From an optimization exercise on the open Yosys and OpenROAD flow, aimed at small area, a short achievable clock period and few clock cycles per item; shortcuts taken in it are not production practice. RTL that was checked went through simulation tests only; none was proved equivalent to the original. No functional check of the RTL was part of runs 1 to 4 and 6. No activity file was given, so power comes from the tool's default toggle rates.

### flow/run.sh
#!/bin/bash
# synth_recipe.tcl (not shown) runs the flow's synth.tcl, then flattens the netlist and writes it again
# the make line also repeats each setting of config.mk as NAME=value (left out here)
make -C /OpenROAD-flow-scripts/flow DESIGN_CONFIG=/design/flow/config.mk WORK_HOME=/design/flow/orfs CLKGATE_MAP_FILE= SYNTH_SCRIPT=/design/flow/synth_recipe.tcl finish
### flow/constraint.sdc
create_clock -name core_clock -period 10.0 [get_ports {i_clk}]
set_input_delay 2.0000 -clock core_clock [delete_from_list [all_inputs] [get_ports {i_clk}]]
set_output_delay 2.0000 -clock core_clock [all_outputs]
set_load 0.01 [all_outputs]
### flow/config.mk
export PLATFORM = sky130hd
export DESIGN_NAME = round_robin_time_slice_scheduler
export DESIGN_NICKNAME = round_robin_time_slice_scheduler
export VERILOG_FILES = /design/flow/design.v
export SDC_FILE = /design/flow/constraint.sdc
export NUM_CORES = 4
export LEC_CHECK = 0
export ABC_CLOCK_PERIOD_IN_PS = 3000
export CAP_MARGIN = 20
export CORE_MARGIN = 2
export CORE_UTILIZATION = 40
export SETUP_SLACK_MARGIN = 5
export SLEW_MARGIN = 20
### flow/design.v
`timescale 1ns / 1ps
package rrts_pkg;
    localparam logic [1:0] ACT_LOAD    = 2'd0;
    localparam logic [1:0] ACT_TICK    = 2'd1;
    localparam logic [1:0] ACT_RESTART = 2'd2;
    localparam logic [15:0] TIME_MAX  = 16'hFFFF;
    localparam logic [7:0]  SLICE_MAX = 8'hFF;
endpackage
`timescale 1ns / 1ps
module rrts_ctrl (
    input  logic i_clk,
    input  logic i_rst_n,
    input  logic i_in_valid,
    output logic o_in_ready,
    output logic o_out_valid,
    input  logic i_out_ready,
    output logic o_acc,
    output logic o_head_en,
    output logic o_head_from_sk,
    output logic o_sk_en
);
    logic r_ov;
    logic r_rdy;
    logic head_free;
    logic sk;
    assign sk          = !r_rdy;
    assign head_free   = !r_ov || i_out_ready;
    assign o_acc       = i_in_valid && r_rdy;
    assign o_head_en   = head_free && (sk || o_acc);
    assign o_head_from_sk = sk;
    assign o_sk_en     = !head_free && o_acc;
    assign o_in_ready  = r_rdy;
    assign o_out_valid = r_ov;
    always_ff @(posedge i_clk) begin
        if (!i_rst_n) begin
            r_ov  <= 1'b0;
            r_rdy <= 1'b1;
        end else begin
            r_ov  <= head_free ? (sk || o_acc) : 1'b1;
            r_rdy <= head_free ? 1'b1 : !(sk || o_acc);
        end
    end
endmodule
`timescale 1ns / 1ps
module rrts_dp (
    input  logic        i_clk,
    input  logic        i_rst_n,
    input  logic        i_acc,
    input  logic [1:0]  i_action,
    input  logic [2:0]  i_slot,
    input  logic [7:0]  i_burst,
    input  logic [15:0] i_arrival,
    input  logic [7:0]  i_quantum,
    input  logic [3:0]  i_task_count,
    input  logic        i_head_en,
    input  logic        i_head_from_sk,
    input  logic        i_sk_en,
    output logic [2:0]  o_ran_slot,
    output logic        o_idle,
    output logic        o_completed,
    output logic [15:0] o_ctime,
    output logic        o_all_done
);
    logic [7:0]  r_rem   [0:7];
    logic [7:0]  r_burst [0:7];
    logic [15:0] r_arr   [0:7];
    logic [7:0]  r_ready;
    logic [7:0]  r_nz;
    logic [7:0]  r_bnz;
    logic [15:0] r_time;
    logic [2:0]  r_ptr;
    logic [2:0]  r_run;
    logic [7:0]  r_slice;
    logic [2:0]  r_h_slot;
    logic        r_h_idle;
    logic        r_h_comp;
    logic [15:0] r_h_time;
    logic        r_h_ad;
    logic        r_s_idle;
    logic        r_s_comp;
    logic        is_load, is_tick, is_rst;
    logic [7:0]  use_m, nz, one, bnz, cand, run_oh, hi, g_hi, g_all, g, ptr_oh;
    logic [7:0]  nz_next, slot_oh;
    logic        cont, have, completed, slice_end, ge_c, ge_n;
    logic [7:0]  ptr_oh_nxt;
    logic [7:0]  slice_c;
    logic [2:0]  p, ptr_nxt;
    logic [7:0]  slice_inc, q_eff;
    logic [15:0] time_inc, time_d;
    logic        ad_now, ad_next;
    logic        load_ready;
    assign is_load = (i_action == rrts_pkg::ACT_LOAD);
    assign is_tick = (i_action == rrts_pkg::ACT_TICK);
    assign is_rst  = (i_action == rrts_pkg::ACT_RESTART);
    always_comb begin
        for (int i = 0; i < 8; i++) begin
            use_m[i]   = (i_task_count > 4'(i));
            one[i]     = (r_rem[i] == 8'd1);
            run_oh[i]  = (r_run == 3'(i));
            slot_oh[i] = (i_slot == 3'(i));
            hi[i]      = (3'(i) >= r_ptr);
        end
    end
    assign nz   = r_nz;
    assign bnz  = r_bnz;
    assign cand = r_ready & nz & use_m;
    assign cont = (r_slice != 8'd0) && ((run_oh & use_m & nz) != 8'd0);
    always_comb begin
        logic [7:0] m;
        logic       seen_hi, seen_all;
        m        = cand & hi;
        seen_hi  = 1'b0;
        seen_all = 1'b0;
        for (int i = 0; i < 8; i++) begin
            g_hi[i]  = m[i] && !seen_hi;
            g_all[i] = cand[i] && !seen_all;
            seen_hi  = seen_hi || m[i];
            seen_all = seen_all || cand[i];
        end
    end
    assign g    = cont ? run_oh : ((cand & hi) != 8'd0) ? g_hi : g_all;
    assign have = cont || (cand != 8'd0);
    always_comb begin
        p = 3'd0;
        for (int i = 0; i < 8; i++) if (g[i]) p = p | 3'(i);
    end
    assign q_eff     = (i_quantum == 8'd0) ? 8'd1 : i_quantum;
    assign slice_c   = (r_slice == rrts_pkg::SLICE_MAX) ? r_slice : r_slice + 8'd1;
    assign ge_c      = (slice_c >= q_eff);
    assign ge_n      = (q_eff == 8'd1);
    assign slice_inc = cont ? slice_c : 8'd1;
    assign completed = (g & one) != 8'd0;
    assign slice_end = completed || (cont ? ge_c : ge_n);
    assign ptr_oh_nxt = {g[6:0], 1'b0} & use_m;
    always_comb begin
        ptr_nxt = 3'd0;
        for (int i = 0; i < 8; i++) if (ptr_oh_nxt[i]) ptr_nxt = ptr_nxt | 3'(i);
    end
    assign time_inc  = (r_time == rrts_pkg::TIME_MAX) ? r_time : r_time + 16'd1;
    assign time_d    = is_tick ? time_inc : is_rst ? 16'd0 : r_time;
    assign load_ready = (i_arrival <= r_time);
    always_comb begin
        for (int i = 0; i < 8; i++) begin
            if (is_tick)      nz_next[i] = nz[i] && !(g[i] && one[i]);
            else if (is_load) nz_next[i] = slot_oh[i] ? (i_burst != 8'd0) : nz[i];
            else if (is_rst)  nz_next[i] = bnz[i];
            else              nz_next[i] = nz[i];
        end
    end
    assign ad_now  = ((use_m & nz) == 8'd0);
    assign ad_next = ((use_m & nz_next) == 8'd0);
    always_ff @(posedge i_clk) begin
        if (i_acc) begin
            for (int i = 0; i < 8; i++) begin
                if (is_load && slot_oh[i]) begin
                    r_rem[i]   <= i_burst;
                    r_burst[i] <= i_burst;
                    r_arr[i]   <= i_arrival;
                    r_ready[i] <= load_ready;
                end else if (is_tick) begin
                    if (g[i]) r_rem[i] <= r_rem[i] - 8'd1;
                    if (r_arr[i] == time_inc) r_ready[i] <= 1'b1;
                end else if (is_rst) begin
                    r_rem[i]   <= r_burst[i];
                    r_ready[i] <= (r_arr[i] == 16'd0);
                end
            end
        end
    end
    always_ff @(posedge i_clk) begin
        if (!i_rst_n) begin
            r_nz     <= 8'd0;
            r_bnz    <= 8'd0;
            r_time   <= 16'd0;
            r_ptr    <= 3'd0;
            r_run    <= 3'd0;
            r_slice  <= 8'd0;
        end else if (i_acc) begin
            r_nz <= nz_next;
            if (is_load) begin
                for (int i = 0; i < 8; i++) if (slot_oh[i]) r_bnz[i] <= (i_burst != 8'd0);
            end
            r_time <= time_d;
            if (is_tick) begin
                if (have) begin
                    r_run   <= p;
                    r_slice <= slice_end ? 8'd0 : slice_inc;
                    if (slice_end) r_ptr <= ptr_nxt;
                end else begin
                    r_slice <= 8'd0;
                end
            end else if (is_rst) begin
                r_ptr   <= 3'd0;
                r_run   <= 3'd0;
                r_slice <= 8'd0;
            end
        end
    end
    always_ff @(posedge i_clk) begin
        if (i_head_en) begin
            if (i_head_from_sk) begin
                r_h_slot <= r_s_idle ? 3'd0 : r_run;
                r_h_idle <= r_s_idle;
                r_h_comp <= r_s_comp;
                r_h_time <= r_time;
                r_h_ad   <= ad_now;
            end else begin
                r_h_slot <= (is_tick && have) ? p : 3'd0;
                r_h_idle <= !(is_tick && have);
                r_h_comp <= is_tick && completed;
                r_h_time <= time_d;
                r_h_ad   <= ad_next;
            end
        end
        if (i_sk_en) begin
            r_s_idle <= !(is_tick && have);
            r_s_comp <= is_tick && completed;
        end
    end
    assign o_ran_slot  = r_h_slot;
    assign o_idle      = r_h_idle;
    assign o_completed = r_h_comp;
    assign o_ctime     = r_h_time;
    assign o_all_done  = r_h_ad;
endmodule
`timescale 1ns / 1ps
module round_robin_time_slice_scheduler #(
    parameter int MAX_TASKS = 8
) (
    input  logic        i_clk,
    input  logic        i_rst_n,
    input  logic        i_in_valid,
    output logic        o_in_ready,
    input  logic [1:0]  i_in_action,
    input  logic [2:0]  i_in_slot,
    input  logic [7:0]  i_in_burst,
    input  logic [15:0] i_in_arrival,
    output logic        o_out_valid,
    input  logic        i_out_ready,
    output logic [2:0]  o_out_ran_slot,
    output logic        o_out_idle,
    output logic        o_out_completed,
    output logic [15:0] o_out_completion_time,
    output logic        o_out_all_done,
    input  logic        psel,
    input  logic        penable,
    input  logic        pwrite,
    input  logic [2:0]  paddr,
    input  logic [31:0] pwdata,
    output logic [31:0] prdata,
    output logic        pready
);
    logic [7:0] r_quantum;
    logic [3:0] r_task_count;
    logic [7:0] r_prdata;
    logic       r_pready;
    logic       cfg_wr;
    logic       acc, head_en, head_from_sk, sk_en;
    assign pready = r_pready;
    assign prdata = {24'd0, r_prdata};
    assign cfg_wr = psel && penable && pwrite && r_pready;
    always_ff @(posedge i_clk) begin
        if (!i_rst_n) begin
            r_quantum    <= 8'd2;
            r_task_count <= 4'd8;
            r_pready     <= 1'b0;
        end else begin
            r_pready <= psel;
            if (cfg_wr) begin
                if (paddr[2]) r_task_count <= pwdata[3:0];
                else          r_quantum    <= pwdata[7:0];
            end
        end
    end
    always_ff @(posedge i_clk) begin
        r_prdata <= paddr[2] ? {4'd0, r_task_count} : r_quantum;
    end
    rrts_ctrl u_ctrl (
        .i_clk          (i_clk),
        .i_rst_n        (i_rst_n),
        .i_in_valid     (i_in_valid),
        .o_in_ready     (o_in_ready),
        .o_out_valid    (o_out_valid),
        .i_out_ready    (i_out_ready),
        .o_acc          (acc),
        .o_head_en      (head_en),
        .o_head_from_sk (head_from_sk),
        .o_sk_en        (sk_en)
    );
    rrts_dp u_dp (
        .i_clk          (i_clk),
        .i_rst_n        (i_rst_n),
        .i_acc          (acc),
        .i_action       (i_in_action),
        .i_slot         (i_in_slot),
        .i_burst        (i_in_burst),
        .i_arrival      (i_in_arrival),
        .i_quantum      (r_quantum),
        .i_task_count   (r_task_count),
        .i_head_en      (head_en),
        .i_head_from_sk (head_from_sk),
        .i_sk_en        (sk_en),
        .o_ran_slot     (o_out_ran_slot),
        .o_idle         (o_out_idle),
        .o_completed    (o_out_completed),
        .o_ctime        (o_out_completion_time),
        .o_all_done     (o_out_all_done)
    );
endmodule
==> impl_metrics.yaml, run 1 <==
run_status:
  status: "finished clean"
die:
  rows: 79
  die_w_um: 222.2
  design.die.area_um2: 49390
  start_util: 0.4075
  ios: 128
  design.core.area_um2: 46750
  die_h_um: 222.2
synth:
  synth_cell_types: 97
  synth_top_cell_by_area: "edfxtp_1"
  syn_inst: 1842
  synth-simple-area-share: 0.1587
  synth_top_area_frac: 0.4539
  synthXorXnorAreaFrac: 0.08754
  syn-cell-area_um2: 19050
  synth.ff_latch_count: 357
  synth_edf_count: 288
  synth_area_leaders: "edfxtp_1, dfxtp_1, xnor2_1"
  async_flop_share: 0
  synth_flop_cell: "edfxtp_1"
  synth.area.mux_share: 0.01307
  synth_top_family_by_area: "simple AND/OR/NAND/NOR gates"
  syn_avg_cell_area_um2: 10.34
  ys_seq_area_frac: 0.5264
  yosys_warnings: 6
  synth_compound_area_frac: 0.1379
  synthAdderAreaFrac: 0.03021
timing:
  finalSetupViolCount: 0
  drv_slew: 0
  min_period_ns: 4.786
  final-hold-violation-count: 0
  worst-slew-pin-transition_ns: 1.088
  fin_setup_tns_ns: 0
  finalCritPeriodShare: 0.4786
  fin_skew_ns: 0.03212
  rsz0062_at_grt: "false"
  slew_headroom: 0.2737
  max_freq_mhz: 208.9
global_routing:
  grt_pass1_vias: 13810
  antenna_found_initial: 0
  grt.overflow.total: 0
  grt_pass1_wl_um: 80180
  grt_max_degree: 88
  grt.total_usage: 0.2083
cts:
  cts-root-buf: "clkbuf_16"
  htree_levels: 2
  cts_num_sinks: 357
  cts_hold_buf: 0
  clk_path_buf_depth: 3
  cts_tree: "built"
  cts_made_buffers: 40
  clkLatencyLatePin_ns: 0.57
  cts.reportedPaths.clkPinSlew_ns: 0.06
power:
  power_density_nw_per_um2: 156.1
  vdd_drop_max_mv: 0.1478
  power_leakage_nw: 7.149
  finalPower_mw: 3.407
detailed_routing:
  ant_nets: 0
  drcViolationCount: 0
  vias: 14390
  dr.pass1.iters: 5
  drt_iter0_markers: 1223
  wire_per_inst_um: 20.42
  drt-total-wl_um: 52120
  vias_per_cell: 5.639
final_layout:
  syn2layout_area_growth_pct: 14.54
  finalNonFillerCells: 2552
  num-nets-final: 2031
  final_common_cell: "edfxtp_1"
  diodes: 0
  n_fill_cell: 4339
  layout_common_cells: "edfxtp_1, nand2_1, nor2_1, o21ai_0, xnor2_1"
  drive_gt1_frac: 0.08689
worst_setup_path:
  r2r_cells: 10
  arrival_ns: 5.06
  cp.required_ns: 10.28
  path_class: "primary input to flop"
  critical_path.max_stage_delay_ns: 0.53
  r2r_start: "r_task_count[3]"
  cp_max_fo: 87
  cp_slowest_cell: "clkdlybuf4s50_1"
  start_kind: "primary input"
  startpoint: "i_in_action[0]"
  crit_chain: "clkdlybuf4s50_1 > ha_4 > buf_8 > nor2_1 > nor2_4 > nand4_1 > nor4_1 > nand3_1 > nor4_1 > or3_1"
  crit_top_cell: "nor4_1"
  cp-end-kind: "flop"
min_path:
  min_from: "u_dp.r_slice[1]"
  min_path_type: "flop to flop"
  whs_path_depth: 2
placement:
  gp_congestion: 0.8737
  placed_cells_incl_taps: 2478
  portBuffers: 77
  dpl.hpwl_um: 34940
run:
  maxCapViolations: 0
==> sequential cells by signal, indices dropped and copies added (netlist names), 4 cells and up <==
register,cells
r_prdata,8
r_quantum,8
r_task_count,4
u_dp.r_arr,128
u_dp.r_bnz,8
u_dp.r_burst,64
u_dp.r_h_time,16
u_dp.r_nz,8
u_dp.r_ready,8
u_dp.r_rem,64
u_dp.r_slice,8
u_dp.r_time,16
==> final timing paths <==
path | endpoint | slack, ns
worst max-delay path | u_dp.r_ready[5] | 5.21
worst min-delay path | u_dp.r_slice[1] | 0.48
worst max register to register | u_dp.r_ptr[1] | 5.71
worst min register to register | u_dp.r_slice[1] | 0.48
==> per-layer routing <==
layer	track usage	part of all wire	up-vias
li1	-	-	6827
met1	0.2738	0.43	6970
met2	0.3474	0.47	504
met3	0.03650	0.070	91
met4	0.07127	0.030	0
met5	0	0	-
==> area by class of cell <==
type | count | area [µm²] | area share
clock inverter | 11 | 116.4 | 0.005332
inverter | 56 | 210.2 | 0.009632
tap | 607 | 759.5 | 0.03480
clock buffer | 62 | 1217 | 0.05579
sequential | 357 | 10030 | 0.4596
multi-input combinational | 1332 | 8335 | 0.3820
timing repair buffer | 127 | 1154 | 0.05286
==> synth_stat cells (9+ instances only) <==
library cell / n
o21a_1: 12
a31oi_1: 15
clkbuf_1: 71
nand4_1: 29
edfxtp_1: 288
nand2_1: 193
ha_1: 46
xor2_1: 77
inv_1: 56
nor3_1: 52
a21oi_1: 94
xnor2_1: 106
dfxtp_1: 69
nor2b_1: 9
a211oi_1: 15
o21ai_0: 158
nand2b_1: 10
nand3_1: 41
mux2i_1: 21
nor4_1: 63
o21ai_1: 11
nor2_1: 182
buf_4: 25
==> per-stage QoR <==
step           hold WS, ns  utilization  area (µm²)  setup WS (ns)
5_1_grt             0.5110       0.4667       21820          5.018
3_5_place_dp        0.4788       0.4374       20450          3.794
4_1_cts             0.4870       0.4662       21800          5.053
6_report            0.4810       0.4667       21820          5.214
2_1_floorplan       0.4459            -       19140          5.052
3_3_place_gp        0.4642       0.4373       20450          3.771
==> cells by family after synthesis <==
group	after synthesis
AOI/OAI and AO/OA	414
xor gates and xnor gates	187
adders and majority gates	46
buffers and inverters	176
DFF	357
muxes	24
other	1
and+or+nand+nor	637
==> repair_timing <==
| item | in CTS | in global routing |
|---|---|---|
| endpoints found under the hold margin | 0 | 0 |
| pin swaps | 0 | 1 |
| gates resized for setup | 3 | 3 |
| setup endpoints to repair | 2 | 4 |
| setup buffers | 0 | 1 |
==> power by group <==
part	internal, mW	switching, mW	leakage [nW]	total (mW)
clock network	0.891	0.593	0.652	1.48
registers	1.64	0.0238	3.19	1.66
logic	0.0940	0.166	3.31	0.260
total	2.62	0.783	7.15	3.41
==> worst max-delay path, delay by kind of cell <==
family	cells	cell delay, ns
buf+inv	2	0.97
simple gates	7	1.84
fa+ha+maj	1	0.23
==> run 2: changes to the inputs <==
--- a/flow/config.mk
+++ b/flow/config.mk
@@ -7,3 +7,2 @@
 export LEC_CHECK = 0
-export ABC_CLOCK_PERIOD_IN_PS = 3000
 export CAP_MARGIN = 20
@@ -11,3 +10,2 @@
 export CORE_UTILIZATION = 40
-export SETUP_SLACK_MARGIN = 5
 export SLEW_MARGIN = 20
==> run 2 against run 1 <==
Sequential cell count unchanged; non-clock buffer count is 6 lower; core utilization down 0.40 points; global-route usage is 0.11 points higher; combinational power hardly changed; sequential power barely moved; hold slack improved by 0.00093 ns; maximum frequency fell by 12%; clock power decreased by 6%; critical path depth stayed put; critical path type unchanged.
==> impl_metrics.yaml, run 2 <==
run_status:
  status: "finished clean"
global_routing:
  grt_pass1_wl_um: 80100
  grt.total_usage: 0.2094
  grt.overflow.total: 0
  grt_max_degree: 89
  antenna_found_initial: 0
  grt_pass1_vias: 13690
detailed_routing:
  drt_iter0_markers: 1641
  vias: 14330
  drt-total-wl_um: 52380
  vias_per_cell: 5.640
  dr.pass1.iters: 5
  wire_per_inst_um: 20.61
  ant_nets: 0
  drcViolationCount: 0
worst_setup_path:
  start_kind: "primary input"
  r2r_cells: 10
  cp_max_fo: 88
  path_class: "primary input to flop"
  cp-end-kind: "flop"
  cp.required_ns: 10.28
  arrival_ns: 5.72
timing:
  drv_slew: 0
  worst_hold_slack_ns: 0.4819
  fin_skew_ns: 0.009525
  max_freq_mhz: 183.8
  slew_headroom: 0.2966
  finalSetupViolCount: 0
  finalCritPeriodShare: 0.5441
  worst-slew-pin-transition_ns: 1.054
  rsz0062_at_grt: "false"
  worst_slack_ns: 4.559
  min_period_ns: 5.441
  fin_setup_tns_ns: 0
  final-hold-violation-count: 0
final_layout:
  seq_area_um2: 10030
  final_common_cell: "edfxtp_1"
  regMostFlops: "u_dp.r_arr"
  layout_common_cells: "edfxtp_1, nand2_1, nor2_1, o21ai_0, xnor2_1"
  n_fill_cell: 4328
  drive_gt1_frac: 0.08170
  largest_reg_flops: 128
  top_regs: "u_dp.r_arr (128), u_dp.r_burst (64), u_dp.r_rem (64)"
  diodes: 0
  syn2layout_area_growth_pct: 13.57
  multi_input_area_um2: 8324
  num-nets-final: 2024
cts:
  cts-root-buf: "clkbuf_16"
  cts.reportedPaths.clkPinSlew_ns: 0.06
  htree_levels: 2
  cts_setup_buffers: 0
  cts_made_buffers: 39
  post_cts_resized: 0
  cts_tree: "built"
  cts_num_sinks: 357
  clkLatencyLatePin_ns: 0.56
  cts_hold_buf: 0
  clk_path_buf_depth: 3
synth:
  synth.ff_latch_count: 357
  syn-cell-area_um2: 19050
  synth_cell_types: 97
  syn_inst: 1842
  yosys_warnings: 6
  synth_top_area_frac: 0.4539
  synth_flop_cell: "edfxtp_1"
  yosys-top-cells-count: "edfxtp_1, nand2_1, nor2_1"
  synth_area_leaders: "edfxtp_1, dfxtp_1, xnor2_1"
  yosysMostFrequentCell: "edfxtp_1"
  synth_edf_count: 288
  async_flop_share: 0
  syn_avg_cell_area_um2: 10.34
  synth_top_cell_by_area: "edfxtp_1"
  ys_seq_area_frac: 0.5264
min_path:
  whs_path_depth: 2
  min_path_type: "flop to flop"
die:
  design.core.area_um2: 46750
  ios: 128
  die_w_um: 222.2
  design.die.area_um2: 49390
  rows: 79
  die_h_um: 222.2
  start_util: 0.4075
placement:
  place_ws_ns: 4.007
  portBuffers: 77
  gp_congestion: 0.9025
  dpl.hpwl_um: 34980
run:
  maxCapViolations: 0
power:
  vdd_drop_max_mv: 0.1469
  power_density_nw_per_um2: 152.9
  power_leakage_nw: 7.057
==> run 2: cell counts after synthesis <==
No cell type changed its count.
==> run 2: final timing paths <==
check / startpoint / to / slack, ns
worst min-delay path: u_dp.r_slice[6] / u_dp.r_slice[6] / 0.48
worst max register to register: r_task_count[2] / u_dp.r_ptr[1] / 5.62
worst min register to register: u_dp.r_slice[6] / u_dp.r_slice[6] / 0.48
worst max-delay path: i_in_action[1] / u_dp.r_ready[4] / 4.56
==> run 2: layout make-up <==
type / instances / share of cell area
repair buffers: 121 / 0.05089
flip-flops and latches: 357 / 0.4635
well taps: 607 / 0.03510
clock inverters: 20 / 0.006014
inverters: 56 / 0.009715
multi-input cells: 1332 / 0.3847
clock buffers: 48 / 0.05002
==> run 2: cells by family after synthesis <==
logic type,after synthesis,share of synthesized area
xor+xnor,187,0.08754
mux,24,0.01307
other cells,1,0.0001968
compound gates,414,0.1379
flops,357,0.5264
fa+ha+maj,46,0.03021
buf+inv,176,0.04590
simple gates,637,0.1587
==> run 2: stage by stage <==
stage	std cells	cell area [µm²]	power (mW)	util
floorplan	1865	19140	1.844	-
detailed placement	2473	20410	1.949	0.4366
global placement	2473	20400	1.944	0.4363
CTS	2541	21630	3.338	0.4625
global route	2541	21640	3.422	0.4628
finish	2541	21640	3.309	0.4628
==> run 2: report_power, final <==
group          internal [mW]  switching (mW)  total (mW)
Sequential              1.64          0.0241        1.66
Combinational         0.0920           0.166       0.258
Clock                  0.794           0.595        1.39
Total                   2.52           0.785        3.31
==> run 2: worst max-delay path: stages <==
cell             delay [ns]
clkdlybuf4s50_1        0.43
inv_1                  0.12
ha_4                   0.19
buf_4                  0.78
nand2_1                0.79
a311oi_1               0.46
o311ai_0               0.17
a2111oi_0              0.38
nand3_1                0.24
nand2_1                0.13
==> run 2: routing by layer <==
metal  wire length [µm]  vias to the layer above  global-route usage  part of all wire
met5                  0                        -                   0                 0
met2              24810                      556              0.3486              0.47
li1                   -                     6818                   -                 -
met3               3592                      106             0.03399             0.069
met1              22420                     6850              0.2776              0.43
met4               1557                        0             0.07127             0.030
==> run 3: changes to the inputs <==
==> flow/flow/run.sh (new file) <==
#!/bin/bash
set -euo pipefail
bash standard.sh SETUP_SLACK_MARGIN=6 finish > standard_flow.log 2>&1
==> flow/standard.sh (new file) <==
#!/bin/bash
# synth_recipe.tcl (not shown) runs the flow's synth.tcl, then flattens the netlist and writes it again
# the make line also repeats each setting of config.mk as NAME=value (left out here)
make -C /OpenROAD-flow-scripts/flow DESIGN_CONFIG=/design/flow/config.mk WORK_HOME=/design/flow/orfs CLKGATE_MAP_FILE= SYNTH_SCRIPT=/design/flow/synth_recipe.tcl "${@:-finish}"
removed: flow/run.sh
==> run 3 against run 2 <==
Via count grew 2.3%; count of clock-buffer cells in the layout rose by 5; first-iteration DRC count shrank 23%; highest routed layer is now met5.
==> impl_metrics.yaml, run 3 <==
timing:
  rsz0062_at_grt: "false"
  min_period_ns: 3.915
  worst-slew-pin-transition_ns: 1.046
  fin_skew_ns: 0.01744
  finalCritPeriodShare: 0.3915
  fin_setup_tns_ns: 0
  drv_slew: 0
  finalSetupViolCount: 0
  worst_slack_ns: 6.085
  slew_headroom: 0.2963
  final-hold-violation-count: 0
  max_freq_mhz: 255.4
global_routing:
  grt.overflow.total: 0
  grt_pass1_wl_um: 81390
  grt_max_degree: 85
  antenna_found_initial: 3
  grt_pass1_vias: 13950
  grt.total_usage: 0.2131
placement:
  place_ws_ns: 4.474
  dpl.hpwl_um: 35030
  placed_cells_incl_taps: 2479
  gp_congestion: 0.9191
  portBuffers: 77
final_layout:
  seq_area_um2: 10030
  top_regs: "u_dp.r_arr (128), u_dp.r_burst (64), u_dp.r_rem (64)"
  multi_input_area_um2: 8551
  n_fill_cell: 4265
  regMostFlops: "u_dp.r_arr"
  final_common_cell: "edfxtp_1"
  syn2layout_area_growth_pct: 17.39
  largest_reg_flops: 128
  layout_common_cells: "edfxtp_1, nand2_1, nor2_1, o21ai_0, xnor2_1"
  drive_gt1_frac: 0.1210
  finalNonFillerCells: 2592
  num-nets-final: 2069
synth:
  syn_avg_cell_area_um2: 10.34
  yosysMostFrequentCell: "edfxtp_1"
  yosys-top-cells-count: "edfxtp_1, nand2_1, nor2_1"
  syn-cell-area_um2: 19050
  ys_seq_area_frac: 0.5264
  async_flop_share: 0
  synth.ff_latch_count: 357
  synth_top_cell_by_area: "edfxtp_1"
  synth_area_leaders: "edfxtp_1, dfxtp_1, xnor2_1"
  synth_edf_count: 288
  synth_flop_cell: "edfxtp_1"
  synth_cell_types: 97
  yosys_warnings: 6
  synth_top_area_frac: 0.4539
  syn_inst: 1842
detailed_routing:
  vias: 14670
  wire_per_inst_um: 20.80
  dr.pass1.iters: 8
  drt_iter0_markers: 1270
  drt-total-wl_um: 53920
  ant_nets: 0
  drcViolationCount: 0
  vias_per_cell: 5.658
run_status:
  status: "finished clean"
die:
  start_util: 0.4075
  ios: 128
  die_h_um: 222.2
  design.die.area_um2: 49390
  design.core.area_um2: 46750
  die_w_um: 222.2
  rows: 79
cts:
  cts_num_sinks: 357
  cts_made_buffers: 40
  cts-root-buf: "clkbuf_16"
  htree_levels: 2
  cts_hold_buf: 0
  cts_tree: "built"
  cts.reportedPaths.clkPinSlew_ns: 0.06
  clkLatencyLatePin_ns: 0.56
  clk_path_buf_depth: 3
worst_setup_path:
  cp_max_fo: 10
  start_kind: "primary input"
  arrival_ns: 4.33
  critical_path.max_stage_delay_ns: 0.51
  r2r_cells: 11
  path_class: "primary input to flop"
  cp_slowest_cell: "or4_1"
  crit_chain: "clkdlybuf4s50_1 > buf_12 > or4_1 > nor2_1 > buf_6 > a211oi_1 > a31oi_1 > o211a_1 > o311ai_0 > a21oi_1 > o211ai_1 > o22ai_1"
  cp.required_ns: 10.41
  cp-end-kind: "flop"
power:
  power_density_nw_per_um2: 148.6
  power_leakage_nw: 7.453
  vdd_drop_max_mv: 0.1781
min_path:
  whs_path_depth: 2
  min_path_type: "flop to flop"
run:
  maxCapViolations: 0
## run 3: report_power, final
group | switching, mW | internal [mW] | leakage [nW]
registers | 0.0239 | 1.64 | 3.19
clock network | 0.609 | 0.768 | 0.586
logic | 0.175 | 0.109 | 3.68
total | 0.808 | 2.52 | 7.45
## run 3: through the flow
stage	power [mW]	cell area [µm²]	hold WS, ns	utilization
after floorplan	1.846	19190	0.4459	-
after global placement	1.946	20480	0.4612	0.4381
after detailed placement	1.950	20480	0.4848	0.4381
after CTS	3.333	21940	0.4908	0.4692
after global routing	3.440	22360	0.5287	0.4783
final	3.324	22370	0.4925	0.4784
## run 3: layout make-up
class | count | area share
clock buffers | 53 | 0.04834
well taps | 607 | 0.03396
repair buffers | 165 | 0.07138
inverters | 56 | 0.009510
clock inverters | 20 | 0.005594
diodes | 2 | 0.0002238
flip-flops and latches | 357 | 0.4487
multi-input cells | 1332 | 0.3823
## run 3: worst paths after layout
check / from / end / slack, ns
max: i_in_burst[5] / u_dp.r_h_ad / 6.08
min: u_dp.r_slice[1] / u_dp.r_slice[1] / 0.49
max reg2reg: r_task_count[3] / u_dp.r_ptr[1] / 6.13
min reg2reg: u_dp.r_slice[1] / u_dp.r_slice[1] / 0.49
## run 3: timing repair
action,in CTS,in global routing
buffers inserted,7,28
resized for setup,47,47
setup endpoints to repair,135,93
pin swaps,5,15
gates cloned,1,2
## run 3: layer usage
layer  wire, µm  part of all wire  GRT usage
met5          8           0.00015          0
met4       1581             0.029    0.06975
met2      25730              0.48     0.3538
met1      22970              0.43     0.2836
met3       3636             0.067    0.03584
## run 3: worst max-delay path: cells and delay by family
kind	cells	cell delay, ns
AOI/OAI and AO/OA	7	0.96
buffers and inverters	3	0.73
and+or+nand+nor	2	0.64
## run 3: cells by family (layout without fill, tap and decap cells)
kind of cell | count (synthesis) | after routing | share of synthesized area
buffers and inverters | 176 | 294 | 0.04590
XOR/XNOR | 187 | 187 | 0.08754
flip-flops | 357 | 357 | 0.5264
multiplexers | 24 | 24 | 0.01307
adder cells (fa/ha/maj) | 46 | 46 | 0.03021
AO/OA/AOI/OAI | 414 | 414 | 0.1379
other | 1 | 26 | 0.0001968
AND/OR/NAND/NOR | 637 | 637 | 0.1587
==> run 4: changes to the inputs <==
==> flow/flow/run.sh (replaced) <==
#!/bin/bash
set -euo pipefail
bash standard.sh SETUP_SLACK_MARGIN=7 finish > standard_flow.log 2>&1
==> run 4 against run 3 <==
Sequential share of layout area is 5.2 points lower; routed wire length is 17% higher; hold slack worse by 0.032 ns; maximum frequency is 8.2% higher; register-to-register slack better by 0.57 ns; final cell count is 6.2% higher; first-iteration DRC count is 32% higher; sequential cell count stayed put; design area is 14% higher; total power is 2.6% higher; clock power hardly changed; synthesized cell count stayed put.
==> impl_metrics.yaml, run 4 <==
run_status:
  status: "finished clean"
die:
  design.die.area_um2: 49390
  design.core.area_um2: 46750
  rows: 79
  die_h_um: 222.2
  start_util: 0.4075
  ios: 128
  die_w_um: 222.2
synth:
  syn_avg_cell_area_um2: 10.34
  ys_seq_area_frac: 0.5264
  synth_area_leaders: "edfxtp_1, dfxtp_1, xnor2_1"
  yosys_warnings: 6
  synth_top_family_by_area: "simple AND/OR/NAND/NOR gates"
  synth_top_cell_by_area: "edfxtp_1"
  synthXorXnorAreaFrac: 0.08754
  async_flop_share: 0
  synth_cell_types: 97
  yosys-top-cells-count: "edfxtp_1, nand2_1, nor2_1"
  synth-simple-area-share: 0.1587
  syn_inst: 1842
  synth_edf_count: 288
  synthAdderAreaFrac: 0.03021
  syn-cell-area_um2: 19050
  synth.area.mux_share: 0.01307
  synth_compound_area_frac: 0.1379
  synth_flop_cell: "edfxtp_1"
  synth.ff_latch_count: 357
  synth_top_area_frac: 0.4539
  yosysMostFrequentCell: "edfxtp_1"
power:
  vdd_drop_max_mv: 0.1433
  power_density_nw_per_um2: 134.0
  power_leakage_nw: 8.794
worst_setup_path:
  crit_top_cell: "buf_6"
  cp_slowest_cell: "or4_4"
  crit_chain: "buf_6 > buf_12 > or4_4 > nor2_4 > buf_6 > buf_6 > a21oi_2 > o22ai_1 > a31oi_1 > nor2_1 > nor3b_2 > o22ai_2"
  rr_endpoint: "u_dp.r_h_ad"
  cp_max_fo: 5
  regToRegSetupSlack_ns: 6.70
  path_class: "primary input to flop"
  critical_path.max_stage_delay_ns: 0.54
  arrival_ns: 4.01
  r2r_start: "u_dp.r_run[2]"
  start_kind: "primary input"
  cp.required_ns: 10.39
  cp-end-kind: "flop"
  r2r_cells: 12
timing:
  rsz0062_at_grt: "true"
  final-hold-violation-count: 0
  max_freq_mhz: 276.3
  min_period_ns: 3.619
  drv_slew: 0
  fin_setup_tns_ns: 0
  finalCritPeriodShare: 0.3619
  worst-slew-pin-transition_ns: 0.7871
  fin_skew_ns: 0.03020
  slew_headroom: 0.4752
  finalSetupViolCount: 0
cts:
  cts_made_buffers: 40
  cts.reportedPaths.clkPinSlew_ns: 0.06
  clk_path_buf_depth: 3
  cts_num_sinks: 357
  clkLatencyLatePin_ns: 0.58
  cts_tree: "built"
  cts-root-buf: "clkbuf_16"
  htree_levels: 2
detailed_routing:
  drt_iter0_markers: 1676
  dr.pass1.iters: 6
  drt-total-wl_um: 63030
  ant_nets: 0
  vias: 16110
  vias_per_cell: 5.855
  wire_per_inst_um: 22.90
  drcViolationCount: 0
final_layout:
  largest_reg_flops: 128
  stdcell_area_um2: 25450
  drive_gt1_frac: 0.2910
  top_regs: "u_dp.r_arr (128), u_dp.r_burst (64), u_dp.r_rem (64)"
  n_fill_cell: 3862
  multi_input_area_um2: 9856
  seq_area_um2: 10100
  regMostFlops: "u_dp.r_arr"
  final_common_cell: "edfxtp_1"
  num-nets-final: 2233
  syn2layout_area_growth_pct: 33.57
  layout_common_cells: "edfxtp_1, nand2_1, nor2_1, buf_4, o21ai_0"
run:
  maxCapViolations: 0
global_routing:
  grt_pass1_wl_um: 90170
  grt_pass1_vias: 14970
  grt.overflow.total: 0
  grt.total_usage: 0.2375
  antenna_found_initial: 2
  grt_max_degree: 47
min_path:
  min_from: "u_dp.r_slice[1]"
  hold_end: "u_dp.r_slice[1]"
  whs_path_depth: 2
  min_path_type: "flop to flop"
placement:
  portBuffers: 77
  gp_congestion: 0.8961
  dpl.hpwl_um: 35600
  place_area_um2: 20560
-- run 4: changes by cell type in the layout (fill, tap and decap cells not counted), moves of 18 or more --
cell and delta:
buf_4 +76, o21ai_0 -18, buf_12 +32, buf_6 +55, nor2_4 +19, clkdlybuf4s50_1 -54, nor2_1 -21, dfxtp_1 -25
buf_2 +32
-- run 4: critical path, delay by kind of cell --
family | cells | cell delay, ns
compound gates | 4 | 0.57
buf+inv | 4 | 0.47
simple gates | 4 | 0.96
-- run 4: repair_timing --
item                       in CTS  in global routing
hold buffers                    0                  0
cloned                         10                  6
gates resized for setup       473                203
setup buffers                 112                 94
setup endpoints to repair     475                408
pin swaps                      95                103
-- run 4: power breakdown --
group / internal [mW] / switching [mW]
sequential: 1.64 / 0.0233
combinational: 0.153 / 0.224
clock: 0.769 / 0.606
total: 2.56 / 0.853
-- run 4: layer usage --
layer,global-route usage,part of all wire
met1,0.3136,0.41
met2,0.3973,0.48
met3,0.03914,0.078
met4,0.07890,0.036
met5,0,0
-- run 4: worst max path at each step --
stage,slack [ns],startpoint,to
6_report,6.38,i_in_burst[5],u_dp.r_h_ad
4_1_cts,6.46,i_in_burst[3],u_dp.r_h_ad
3_5_place_dp,4.18,i_in_action[1],u_dp.r_ready[4]
5_1_grt,6.43,i_in_burst[5],u_dp.r_h_ad
3_3_place_gp,4.30,i_in_action[1],u_dp.r_ready[4]
2_1_floorplan,6.09,i_in_action[1],u_dp.r_rem[0][0]
-- run 4: kinds of logic (layout without fill, tap and decap cells) --
group	after synthesis	count (layout)
AOI/OAI and AO/OA	414	415
and+or+nand+nor	637	645
DFF	357	357
muxes	24	24
xor gates and xnor gates	187	187
adders and majority gates	46	46
other	1	25
buffers and inverters	176	446
-- run 4: cell type report --
class,count,area share
diodes,1,0.00009834
clock buffers,53,0.04125
clock inverters,17,0.005507
inverters,56,0.009244
multi-input cells,1341,0.3873
flip-flops and latches,357,0.3970
well taps,607,0.02985
repair buffers,320,0.1297
-- run 4: through the flow --
step / std cells / hold slack [ns] / total power, mW / setup slack [ns] / util
floorplan: 1865 / 0.4459 / 1.863 / 6.090 / -
global placement: 2459 / 0.4681 / 1.954 / 4.302 / 0.4397
detailed placement: 2459 / 0.4740 / 1.958 / 4.176 / 0.4397
CTS: 2651 / 0.4815 / 3.381 / 6.464 / 0.5075
global route: 2751 / 0.4780 / 3.515 / 6.426 / 0.5442
finish: 2752 / 0.4604 / 3.411 / 6.381 / 0.5443
==> run 5: changes to the inputs <==
--- a/flow/design.v
+++ b/flow/design.v
@@ -67,4 +67,3 @@
     logic [7:0]  r_ready;
-    logic [7:0]  r_nz;
-    logic [7:0]  r_bnz;
+    logic [7:0]  r_loaded;
     logic [15:0] r_time;
@@ -83,5 +82,3 @@
     logic [7:0]  nz_next, slot_oh;
-    logic        cont, have, completed, slice_end, ge_c, ge_n;
-    logic [7:0]  ptr_oh_nxt;
-    logic [7:0]  slice_c;
+    logic        cont, have, completed, slice_end, ge;
     logic [2:0]  p, ptr_nxt;
@@ -97,3 +94,5 @@
             use_m[i]   = (i_task_count > 4'(i));
+            nz[i]      = r_loaded[i] && (r_rem[i] != 8'd0);
             one[i]     = (r_rem[i] == 8'd1);
+            bnz[i]     = r_loaded[i] && (r_burst[i] != 8'd0);
             run_oh[i]  = (r_run == 3'(i));
@@ -103,4 +102,2 @@
     end
-    assign nz   = r_nz;
-    assign bnz  = r_bnz;
     assign cand = r_ready & nz & use_m;
@@ -126,14 +123,8 @@
     end
-    assign q_eff     = (i_quantum == 8'd0) ? 8'd1 : i_quantum;
-    assign slice_c   = (r_slice == rrts_pkg::SLICE_MAX) ? r_slice : r_slice + 8'd1;
-    assign ge_c      = (slice_c >= q_eff);
-    assign ge_n      = (q_eff == 8'd1);
-    assign slice_inc = cont ? slice_c : 8'd1;
     assign completed = (g & one) != 8'd0;
-    assign slice_end = completed || (cont ? ge_c : ge_n);
-    assign ptr_oh_nxt = {g[6:0], 1'b0} & use_m;
-    always_comb begin
-        ptr_nxt = 3'd0;
-        for (int i = 0; i < 8; i++) if (ptr_oh_nxt[i]) ptr_nxt = ptr_nxt | 3'(i);
-    end
+    assign q_eff     = (i_quantum == 8'd0) ? 8'd1 : i_quantum;
+    assign slice_inc = !cont ? 8'd1 : (r_slice == rrts_pkg::SLICE_MAX) ? r_slice : r_slice + 8'd1;
+    assign ge        = (slice_inc >= q_eff);
+    assign slice_end = completed || ge;
+    assign ptr_nxt   = ((p == 3'd7) || !use_m[3'(p + 3'd1)]) ? 3'd0 : p + 3'd1;
     assign time_inc  = (r_time == rrts_pkg::TIME_MAX) ? r_time : r_time + 16'd1;
@@ -171,4 +162,3 @@
         if (!i_rst_n) begin
-            r_nz     <= 8'd0;
-            r_bnz    <= 8'd0;
+            r_loaded <= 8'd0;
             r_time   <= 16'd0;
@@ -178,6 +168,3 @@
         end else if (i_acc) begin
-            r_nz <= nz_next;
-            if (is_load) begin
-                for (int i = 0; i < 8; i++) if (slot_oh[i]) r_bnz[i] <= (i_burst != 8'd0);
-            end
+            if (is_load) r_loaded <= r_loaded | slot_oh;
             r_time <= time_d;
==> flow/run.sh (new file) <==
#!/bin/bash
# synth_recipe.tcl (not shown) runs the flow's synth.tcl, then flattens the netlist and writes it again
# the make line also repeats each setting of config.mk as NAME=value (left out here)
make -C /OpenROAD-flow-scripts/flow DESIGN_CONFIG=/design/flow/config.mk WORK_HOME=/design/flow/orfs CLKGATE_MAP_FILE= SYNTH_SCRIPT=/design/flow/synth_recipe.tcl finish
removed: flow/flow/run.sh
removed: flow/standard.sh
==> run 5 against run 4 <==
Synthesized cell count fell by 4.4%; first-iteration DRC count is 18% lower; via count fell by 14%; still clean; critical endpoint is now u_dp.r_ptr[1].
==> impl_metrics.yaml, run 5 <==
global_routing:
  grt_pass1_wl_um: 78000
  grt.total_usage: 0.2133
  grt_pass1_vias: 13430
  antenna_found_initial: 2
  grt.overflow.total: 0
  grt_max_degree: 53
worst_setup_path:
  cp.required_ns: 10.49
  cp-end-kind: "flop"
  crit_chain: "inv_1 > ha_1 > nor4b_2 > a211oi_1 > a22o_1 > or4_4 > nand2_1 > nor2_1 > ha_1 > nand2b_1 > a21oi_1 > nor2b_1 > o21ai_0 > a21oi_1 > or3_1 > a21oi_1 > nor4b_4 > o221ai_2 > o22ai_1"
  cp_max_fo: 17
  critical_path.max_stage_delay_ns: 0.61
  path_class: "flop to flop"
  arrival_ns: 6.10
  crit_top_cell: "a21oi_1"
  crit_family: "simple AND/OR/NAND/NOR gates"
  cp_slowest_cell: "nor4b_2"
  start_kind: "flop"
  path_buf_inv: 1
run:
  maxCapViolations: 0
detailed_routing:
  ant_nets: 0
  drcViolationCount: 0
  wire_per_inst_um: 20.54
  drt_iter0_markers: 1374
  drt-total-wl_um: 50700
  vias: 13870
  vias_per_cell: 5.622
  dr.pass1.iters: 7
die:
  die_w_um: 219.2
  start_util: 0.4063
  die_h_um: 219.2
  rows: 78
  design.die.area_um2: 48040
  ios: 128
  design.core.area_um2: 45580
power:
  p_int_mw: 2.588
  clockPowerShare: 0.453
  p_comb_frac: 0.064
  p_seq_frac: 0.484
  power_leakage_nw: 7.035
  power_density_nw_per_um2: 157.1
  vdd_drop_max_mv: 0.1029
  p_sw_uw: 768.6
  swShare: 0.2290
cts:
  cts_hold_buf: 0
  cts-root-buf: "clkbuf_16"
  htree_levels: 2
  cts_num_sinks: 349
  cts_setup_buffers: 0
  post_cts_resized: 0
  clkLatencyLatePin_ns: 0.59
  cts.reportedPaths.clkPinSlew_ns: 0.06
  cts_made_buffers: 40
  clk_path_buf_depth: 3
  cts_tree: "built"
synth:
  synth_area_leaders: "edfxtp_1, dfxtp_1, xnor2_1"
  yosys_warnings: 6
  synth_edf_count: 288
  synth_cell_types: 84
  ys_seq_area_frac: 0.5329
  synth_flop_cell: "edfxtp_1"
  yosys-top-cells-count: "edfxtp_1, nand2_1, o21ai_0"
  syn_avg_cell_area_um2: 10.52
  synth_top_cell_by_area: "edfxtp_1"
  yosysMostFrequentCell: "edfxtp_1"
  synth.ff_latch_count: 349
  syn_inst: 1761
  async_flop_share: 0
  syn-cell-area_um2: 18520
  synth_top_area_frac: 0.4670
timing:
  finalSetupViolCount: 0
  slew_headroom: 0.3356
  rsz0062_at_grt: "false"
  max_freq_mhz: 178.2
  finalCritPeriodShare: 0.5610
  fin_skew_ns: 0.04339
  fin_setup_tns_ns: 0
  final-hold-violation-count: 0
  drv_slew: 0
  min_period_ns: 5.610
  worst-slew-pin-transition_ns: 0.9920
  worst_hold_slack_ns: 0.4916
final_layout:
  syn2layout_area_growth_pct: 15.37
  n_fill_cell: 4153
  layout_common_cells: "edfxtp_1, nand2_1, o21ai_0, nor2_1, xnor2_1"
  num-nets-final: 1955
  finalNonFillerCells: 2468
  multi_input_area_um2: 8058
  final_common_cell: "edfxtp_1"
  largest_reg_flops: 128
  drive_gt1_frac: 0.07766
  seq_area_um2: 9869
  top_regs: "u_dp.r_arr (128), u_dp.r_burst (64), u_dp.r_rem (64)"
  regMostFlops: "u_dp.r_arr"
run_status:
  status: "finished clean"
placement:
  placed_cells_incl_taps: 2394
  portBuffers: 77
  dpl.hpwl_um: 36210
  gp_congestion: 0.9034
min_path:
  min_path_type: "flop to flop"
## run 5: cell type report
class	count	share of cell area
diodes	1	0.0001171
clock buffers	53	0.05300
clock inverters	20	0.01136
inverters	61	0.01072
multi-input cells	1265	0.3771
flip-flops and latches	349	0.4619
well taps	600	0.03514
repair buffers	119	0.05060
## run 5: power by group through the flow
stage | Clock [mW] | Sequential, mW | Combinational [mW]
after floorplan | 0 | 1.65 | 0.120
after global placement | 0 | 1.65 | 0.210
after detailed placement | 0 | 1.65 | 0.213
after CTS | 1.55 | 1.62 | 0.214
after global routing | 1.61 | 1.63 | 0.236
final | 1.52 | 1.62 | 0.214
## run 5: stage by stage
step           total power, mW  utilization  setup slack (ns)  area, µm²
3_5_place_dp             1.867       0.4383             3.913      19980
5_1_grt                  3.468       0.4687             3.978      21360
4_1_cts                  3.386       0.4685             4.387      21350
6_report                 3.357       0.4688             4.390      21370
2_1_floorplan            1.771            -             5.124      18610
3_3_place_gp             1.862       0.4382             3.927      19970
## run 5: per-layer routing
layer	track usage	vias to the layer above	share of wire
met4	0.06419	0	0.021
met3	0.03257	68	0.066
li1	-	6614	-
met1	0.3023	6738	0.46
met2	0.3371	454	0.45
met5	0	-	0
## run 5: path summary, 6_finish.rpt
kind | start | end | slack (ns) | cells past startpoint
worst max-delay path | u_dp.r_rem[2][0] | u_dp.r_ptr[1] | 4.39 | 19
worst min-delay path | r_quantum[4] | r_prdata[4] | 0.49 | 2
worst max register to register | u_dp.r_rem[2][0] | u_dp.r_ptr[1] | 4.39 | 19
worst min register to register | r_quantum[4] | r_prdata[4] | 0.49 | 2
## run 5: kinds of logic after synthesis
family,share of synthesized area
xor+xnor,0.08324
flops,0.5329
simple gates,0.1722
fa+ha+maj,0.03243
other cells,0.0002025
buf+inv,0.04081
compound gates,0.1232
mux,0.01493
## run 5: worst min-delay path, stage by stage, from the launching register on
cell	delay (ns)
dfxtp_1	0.32
inv_1	0.08
nor2_1	0.05
Testbench counts of run 5, summed over its fixed seeds: cycles 6,573, items 6,509.
==> run 6: changes to the inputs <==
--- a/flow/design.v
+++ b/flow/design.v
@@ -17,2 +17,3 @@
     output logic o_acc,
+    output logic o_exec,
     output logic o_head_en,
@@ -22,13 +23,17 @@
     logic r_ov;
+    logic r_sk;
+    logic r_irv;
     logic r_rdy;
     logic head_free;
-    logic sk;
-    assign sk          = !r_rdy;
-    assign head_free   = !r_ov || i_out_ready;
-    assign o_acc       = i_in_valid && r_rdy;
-    assign o_head_en   = head_free && (sk || o_acc);
-    assign o_head_from_sk = sk;
-    assign o_sk_en     = !head_free && o_acc;
-    assign o_in_ready  = r_rdy;
-    assign o_out_valid = r_ov;
+    logic sk_n, irv_n;
+    assign head_free      = !r_ov || i_out_ready;
+    assign o_acc          = i_in_valid && r_rdy;
+    assign o_exec         = r_irv && !r_sk;
+    assign o_head_en      = head_free && (r_sk || o_exec);
+    assign o_head_from_sk = r_sk;
+    assign o_sk_en        = !head_free && o_exec;
+    assign o_in_ready     = r_rdy;
+    assign o_out_valid    = r_ov;
+    assign sk_n  = !head_free && (r_sk || o_exec);
+    assign irv_n = o_acc || (r_irv && r_sk);
     always_ff @(posedge i_clk) begin
@@ -36,6 +41,10 @@
             r_ov  <= 1'b0;
+            r_sk  <= 1'b0;
+            r_irv <= 1'b0;
             r_rdy <= 1'b1;
         end else begin
-            r_ov  <= head_free ? (sk || o_acc) : 1'b1;
-            r_rdy <= head_free ? 1'b1 : !(sk || o_acc);
+            r_ov  <= !head_free || r_sk || o_exec;
+            r_sk  <= sk_n;
+            r_irv <= irv_n;
+            r_rdy <= !irv_n || !sk_n;
         end
@@ -48,2 +57,3 @@
     input  logic        i_acc,
+    input  logic        i_exec,
     input  logic [1:0]  i_action,
@@ -67,3 +77,4 @@
     logic [7:0]  r_ready;
-    logic [7:0]  r_loaded;
+    logic [7:0]  r_nz;
+    logic [7:0]  r_bnz;
     logic [15:0] r_time;
@@ -79,2 +90,6 @@
     logic        r_s_comp;
+    logic [1:0]  r_action;
+    logic [2:0]  r_slot;
+    logic [7:0]  r_bin;
+    logic [15:0] r_arrival;
     logic        is_load, is_tick, is_rst;
@@ -82,3 +97,5 @@
     logic [7:0]  nz_next, slot_oh;
-    logic        cont, have, completed, slice_end, ge;
+    logic        cont, have, completed, slice_end, ge_c, ge_n;
+    logic [7:0]  ptr_oh_nxt;
+    logic [7:0]  slice_c;
     logic [2:0]  p, ptr_nxt;
@@ -88,5 +105,13 @@
     logic        load_ready;
-    assign is_load = (i_action == rrts_pkg::ACT_LOAD);
-    assign is_tick = (i_action == rrts_pkg::ACT_TICK);
-    assign is_rst  = (i_action == rrts_pkg::ACT_RESTART);
+    always_ff @(posedge i_clk) begin
+        if (i_acc) begin
+            r_action  <= i_action;
+            r_slot    <= i_slot;
+            r_bin     <= i_burst;
+            r_arrival <= i_arrival;
+        end
+    end
+    assign is_load = (r_action == rrts_pkg::ACT_LOAD);
+    assign is_tick = (r_action == rrts_pkg::ACT_TICK);
+    assign is_rst  = (r_action == rrts_pkg::ACT_RESTART);
     always_comb begin
@@ -94,7 +119,5 @@
             use_m[i]   = (i_task_count > 4'(i));
-            nz[i]      = r_loaded[i] && (r_rem[i] != 8'd0);
             one[i]     = (r_rem[i] == 8'd1);
-            bnz[i]     = r_loaded[i] && (r_burst[i] != 8'd0);
             run_oh[i]  = (r_run == 3'(i));
-            slot_oh[i] = (i_slot == 3'(i));
+            slot_oh[i] = (r_slot == 3'(i));
             hi[i]      = (3'(i) >= r_ptr);
@@ -102,2 +125,4 @@
     end
+    assign nz   = r_nz;
+    assign bnz  = r_bnz;
     assign cand = r_ready & nz & use_m;
@@ -123,11 +148,17 @@
     end
-    assign completed = (g & one) != 8'd0;
     assign q_eff     = (i_quantum == 8'd0) ? 8'd1 : i_quantum;
-    assign slice_inc = !cont ? 8'd1 : (r_slice == rrts_pkg::SLICE_MAX) ? r_slice : r_slice + 8'd1;
-    assign ge        = (slice_inc >= q_eff);
-    assign slice_end = completed || ge;
-    assign ptr_nxt   = ((p == 3'd7) || !use_m[3'(p + 3'd1)]) ? 3'd0 : p + 3'd1;
+    assign slice_c   = (r_slice == rrts_pkg::SLICE_MAX) ? r_slice : r_slice + 8'd1;
+    assign ge_c      = (slice_c >= q_eff);
+    assign ge_n      = (q_eff == 8'd1);
+    assign slice_inc = cont ? slice_c : 8'd1;
+    assign completed = (g & one) != 8'd0;
+    assign slice_end = completed || (cont ? ge_c : ge_n);
+    assign ptr_oh_nxt = {g[6:0], 1'b0} & use_m;
+    always_comb begin
+        ptr_nxt = 3'd0;
+        for (int i = 0; i < 8; i++) if (ptr_oh_nxt[i]) ptr_nxt = ptr_nxt | 3'(i);
+    end
     assign time_inc  = (r_time == rrts_pkg::TIME_MAX) ? r_time : r_time + 16'd1;
     assign time_d    = is_tick ? time_inc : is_rst ? 16'd0 : r_time;
-    assign load_ready = (i_arrival <= r_time);
+    assign load_ready = (r_arrival <= r_time);
     always_comb begin
@@ -135,3 +166,3 @@
             if (is_tick)      nz_next[i] = nz[i] && !(g[i] && one[i]);
-            else if (is_load) nz_next[i] = slot_oh[i] ? (i_burst != 8'd0) : nz[i];
+            else if (is_load) nz_next[i] = slot_oh[i] ? (r_bin != 8'd0) : nz[i];
             else if (is_rst)  nz_next[i] = bnz[i];
@@ -143,8 +174,8 @@
     always_ff @(posedge i_clk) begin
-        if (i_acc) begin
+        if (i_exec) begin
             for (int i = 0; i < 8; i++) begin
                 if (is_load && slot_oh[i]) begin
-                    r_rem[i]   <= i_burst;
-                    r_burst[i] <= i_burst;
-                    r_arr[i]   <= i_arrival;
+                    r_rem[i]   <= r_bin;
+                    r_burst[i] <= r_bin;
+                    r_arr[i]   <= r_arrival;
                     r_ready[i] <= load_ready;
@@ -162,3 +193,4 @@
         if (!i_rst_n) begin
-            r_loaded <= 8'd0;
+            r_nz     <= 8'd0;
+            r_bnz    <= 8'd0;
             r_time   <= 16'd0;
@@ -167,4 +199,7 @@
             r_slice  <= 8'd0;
-        end else if (i_acc) begin
-            if (is_load) r_loaded <= r_loaded | slot_oh;
+        end else if (i_exec) begin
+            r_nz <= nz_next;
+            if (is_load) begin
+                for (int i = 0; i < 8; i++) if (slot_oh[i]) r_bnz[i] <= (r_bin != 8'd0);
+            end
             r_time <= time_d;
@@ -244,3 +279,3 @@
     logic       cfg_wr;
-    logic       acc, head_en, head_from_sk, sk_en;
+    logic       acc, exec, head_en, head_from_sk, sk_en;
     assign pready = r_pready;
@@ -272,2 +307,3 @@
         .o_acc          (acc),
+        .o_exec         (exec),
         .o_head_en      (head_en),
@@ -280,2 +316,3 @@
         .i_acc          (acc),
+        .i_exec         (exec),
         .i_action       (i_in_action),
==> flow/flow/run.sh (new file) <==
#!/bin/bash
set -euo pipefail
bash standard.sh SETUP_SLACK_MARGIN=7 finish > standard_flow.log 2>&1
==> flow/standard.sh (new file) <==
#!/bin/bash
# synth_recipe.tcl (not shown) runs the flow's synth.tcl, then flattens the netlist and writes it again
# the make line also repeats each setting of config.mk as NAME=value (left out here)
make -C /OpenROAD-flow-scripts/flow DESIGN_CONFIG=/design/flow/config.mk WORK_HOME=/design/flow/orfs CLKGATE_MAP_FILE= SYNTH_SCRIPT=/design/flow/synth_recipe.tcl "${@:-finish}"
removed: flow/run.sh
==> run 6 against run 5 <==
First-iteration DRC count is 18% lower; hold slack worse by 0.011 ns; non-clock buffer count is 88 higher; largest cell class unchanged.
==> impl_metrics.yaml, run 6 <==
synth:
  yosys-top-cells-count: "edfxtp_1, nand2_1, nor2_1"
  synth_top_area_frac: 0.4802
  synth.ff_latch_count: 388
  async_flop_share: 0
  synth_top_cell_by_area: "edfxtp_1"
  synth_area_leaders: "edfxtp_1, dfxtp_1, xnor2_1"
  syn_avg_cell_area_um2: 10.68
  yosys_warnings: 6
  synth_edf_count: 317
  synth_flop_cell: "edfxtp_1"
  syn_inst: 1856
  yosysMostFrequentCell: "edfxtp_1"
  syn-cell-area_um2: 19820
  synth_cell_types: 89
  ys_seq_area_frac: 0.5519
power:
  power_density_nw_per_um2: 145.0
  power_leakage_nw: 8.262
  vdd_drop_max_mv: 0.1345
die:
  design.core.area_um2: 48950
  rows: 81
  die_w_um: 226.6
  design.die.area_um2: 51350
  ios: 128
  die_h_um: 226.6
  start_util: 0.4050
run:
  maxCapViolations: 0
final_layout:
  fin_util: 0.4958
  layout_common_cells: "edfxtp_1, nand2_1, o21ai_0, nor2_1"
  final_common_cell: "edfxtp_1"
  syn2layout_area_growth_pct: 22.43
  multi_input_area_um2: 9096
  finalNonFillerCells: 2717
  num-nets-final: 2136
  regMostFlops: "u_dp.r_arr"
  diodes: 0
  n_fill_cell: 4419
  drive_gt1_frac: 0.1900
  top_regs: "u_dp.r_arr (128), u_dp.r_burst (64), u_dp.r_rem (64)"
  seq_area_um2: 11010
  largest_reg_flops: 128
worst_setup_path:
  crit_family: "simple AND/OR/NAND/NOR gates"
  start_kind: "flop"
  path_class: "flop to flop"
  cp-end-kind: "flop"
  critical_path.max_stage_delay_ns: 0.50
  cp.required_ns: 10.49
  crit_chain: "inv_2 > ha_4 > or4b_4 > or4_4 > and4b_1 > a22oi_2 > o211ai_1 > nor4b_4 > buf_6 > nand3_4 > buf_4 > a2bb2oi_2 > nor2_1"
  cp_max_fo: 7
  cp_slowest_cell: "or4_4"
  regToRegSetupSlack_ns: 6.77
  arrival_ns: 3.73
  path_buf_inv: 3
detailed_routing:
  dr.pass1.iters: 5
  drt-total-wl_um: 54280
  drcViolationCount: 0
  wl_met2_um: 26950
  vias_per_cell: 5.484
  top_layer: "met4"
  drt_iter0_markers: 1133
  ant_nets: 0
  met3_length_um: 2749
  vias: 14900
  wire_per_inst_um: 19.98
  wl_met1_um: 23290
global_routing:
  grt_pass1_vias: 14560
  grt.total_usage: 0.2105
  grt.overflow.total: 0
  grt_max_degree: 70
  antenna_found_initial: 0
  grt_pass1_wl_um: 83260
placement:
  dpl.hpwl_um: 35940
  gp_congestion: 0.9170
  placed_cells_incl_taps: 2538
  portBuffers: 77
cts:
  clkLatencyLatePin_ns: 0.57
  cts.reportedPaths.clkPinSlew_ns: 0.06
  cts-root-buf: "clkbuf_16"
  cts_num_sinks: 388
  cts_tree: "built"
  cts_made_buffers: 43
  htree_levels: 2
  clk_path_buf_depth: 3
timing:
  worst-slew-pin-transition_ns: 0.8732
  min_period_ns: 3.234
  rsz0062_at_grt: "true"
  fin_setup_tns_ns: 0
  final-hold-violation-count: 0
  drv_slew: 0
  finalCritPeriodShare: 0.3234
  max_freq_mhz: 309.2
  finalSetupViolCount: 0
  slew_headroom: 0.4157
  fin_skew_ns: 0.01357
min_path:
  min_path_type: "flop to flop"
run_status:
  status: "finished clean"
-- run 6: cell count changes after synthesis, moves of 11 or more --
cell / delta
nor4_1: -20
nor2b_1: -24
nand2_1: +44
o21ai_0: +16
edfxtp_1: +29
or3_1: -12
o31ai_1: +11
nor2_1: +57
-- run 6: per-stage QoR --
step                area, µm²  worst slack, ns  total power, mW  hold slack, ns
detailed placement      21310            5.827            2.046          0.4795
global route            24270            6.588            3.635          0.5038
CTS                     23540            6.799            3.535          0.4809
floorplan               19940            7.011            1.959          0.4459
global placement        21310            5.777            2.043          0.4713
finish                  24270            6.766            3.519          0.4803
-- run 6: worst paths after layout --
check / cells after the start / from / to
min: 2 / r_quantum[4] / r_prdata[4]
max reg2reg: 13 / u_dp.r_slice[1] / u_dp.r_slice[0]
min reg2reg: 2 / r_quantum[4] / r_prdata[4]
max: 13 / u_dp.r_slice[1] / u_dp.r_slice[0]
-- run 6: power by group --
part,total [mW],switching [mW],internal (mW)
Combinational,0.232,0.142,0.0905
Clock,1.48,0.638,0.843
Sequential,1.81,0.0336,1.77
Total,3.52,0.813,2.71
-- run 6: cells by family after synthesis --
family / after synthesis / share of synthesized area
fa+ha+maj: 47 / 0.02954
compound gates: 384 / 0.1242
xor+xnor: 190 / 0.08736
other cells: 1 / 0.0001892
flops: 388 / 0.5519
simple gates: 652 / 0.1549
mux: 26 / 0.01420
buf+inv: 168 / 0.03775
-- run 6: area by class of cell --
| type | count | share of cell area |
|---|---|---|
| Timing Repair Buffer | 207 | 0.07548 |
| Clock buffer | 59 | 0.04810 |
| Multi-Input combinational cell | 1326 | 0.3748 |
| Sequential cell | 388 | 0.4536 |
| Inverter | 53 | 0.008455 |
| Clock inverter | 20 | 0.005310 |
| Tap cell | 664 | 0.03423 |
-- run 6: worst min-delay path, cell delays in order (launching register included) --
cell	delay, ns
dfxtp_1	0.32
inv_1	0.08
nor2_1	0.04
-- run 6: routing by layer --
layer / up-vias / global-route usage
met3: 90 / 0.02980
met4: 0 / 0.06643
met2: 446 / 0.3653
met1: 7292 / 0.2714
li1: 7073 / -
met5: - / 0
-- run 6: repair_timing --
action                     in CTS  in global routing
buffers inserted               53                 44
hold buffers                    0                  0
resized for setup             262                 86
pin swaps                      47                 73
gates cloned                    2                  1
setup endpoints to repair     193                168

==> separate check: timing with driven ports <==
The results above use ideal ports. As a check the final layouts listed here were re-extracted and re-timed, cells and wires unchanged.
Step 1: set_driving_cell puts a clkbuf_16 on i_clk and a buf_2 on each other input, an assumption about the parent block.
Step 2 adds t to the input delays and takes it off the output delays; t is the mean of the earliest and latest rising clock arrival at the registers after step 1. Input paths then give back, and output paths get back, about the clock's delay inside the block.
Three values: ideal, step 1, step 2; two values: the first two.
run	t (ns)	slack for setup (ns)	latest minus earliest clock arrival (ns)	worst register clock-pin slew, ns	worst data-port slew with drivers (ns)
run 1	0.600	5.214 / 5.226 / 4.626	0.038 / 0.038	0.06 / 0.06	0.07
run 2	0.609	4.559 / 4.570 / 3.960	0.011 / 0.011	0.06 / 0.06	0.08
run 3	0.608	6.085 / 6.106 / 5.498	0.019 / 0.020	0.06 / 0.06	0.11
run 4	0.615	6.381 / 6.402 / 5.787	0.031 / 0.030	0.06 / 0.06	0.09
run 5	0.627	4.390 / 4.390 / 3.879	0.044 / 0.043	0.06 / 0.06	0.07
run 6	0.621	6.766 / 6.766 / 6.537	0.014 / 0.013	0.06 / 0.06	0.04
After both steps setup and hold are still met in every run listed. The setup slack of run 2, which loses most, moves by +0.011 ns with the drivers and by -0.599 ns with both steps.
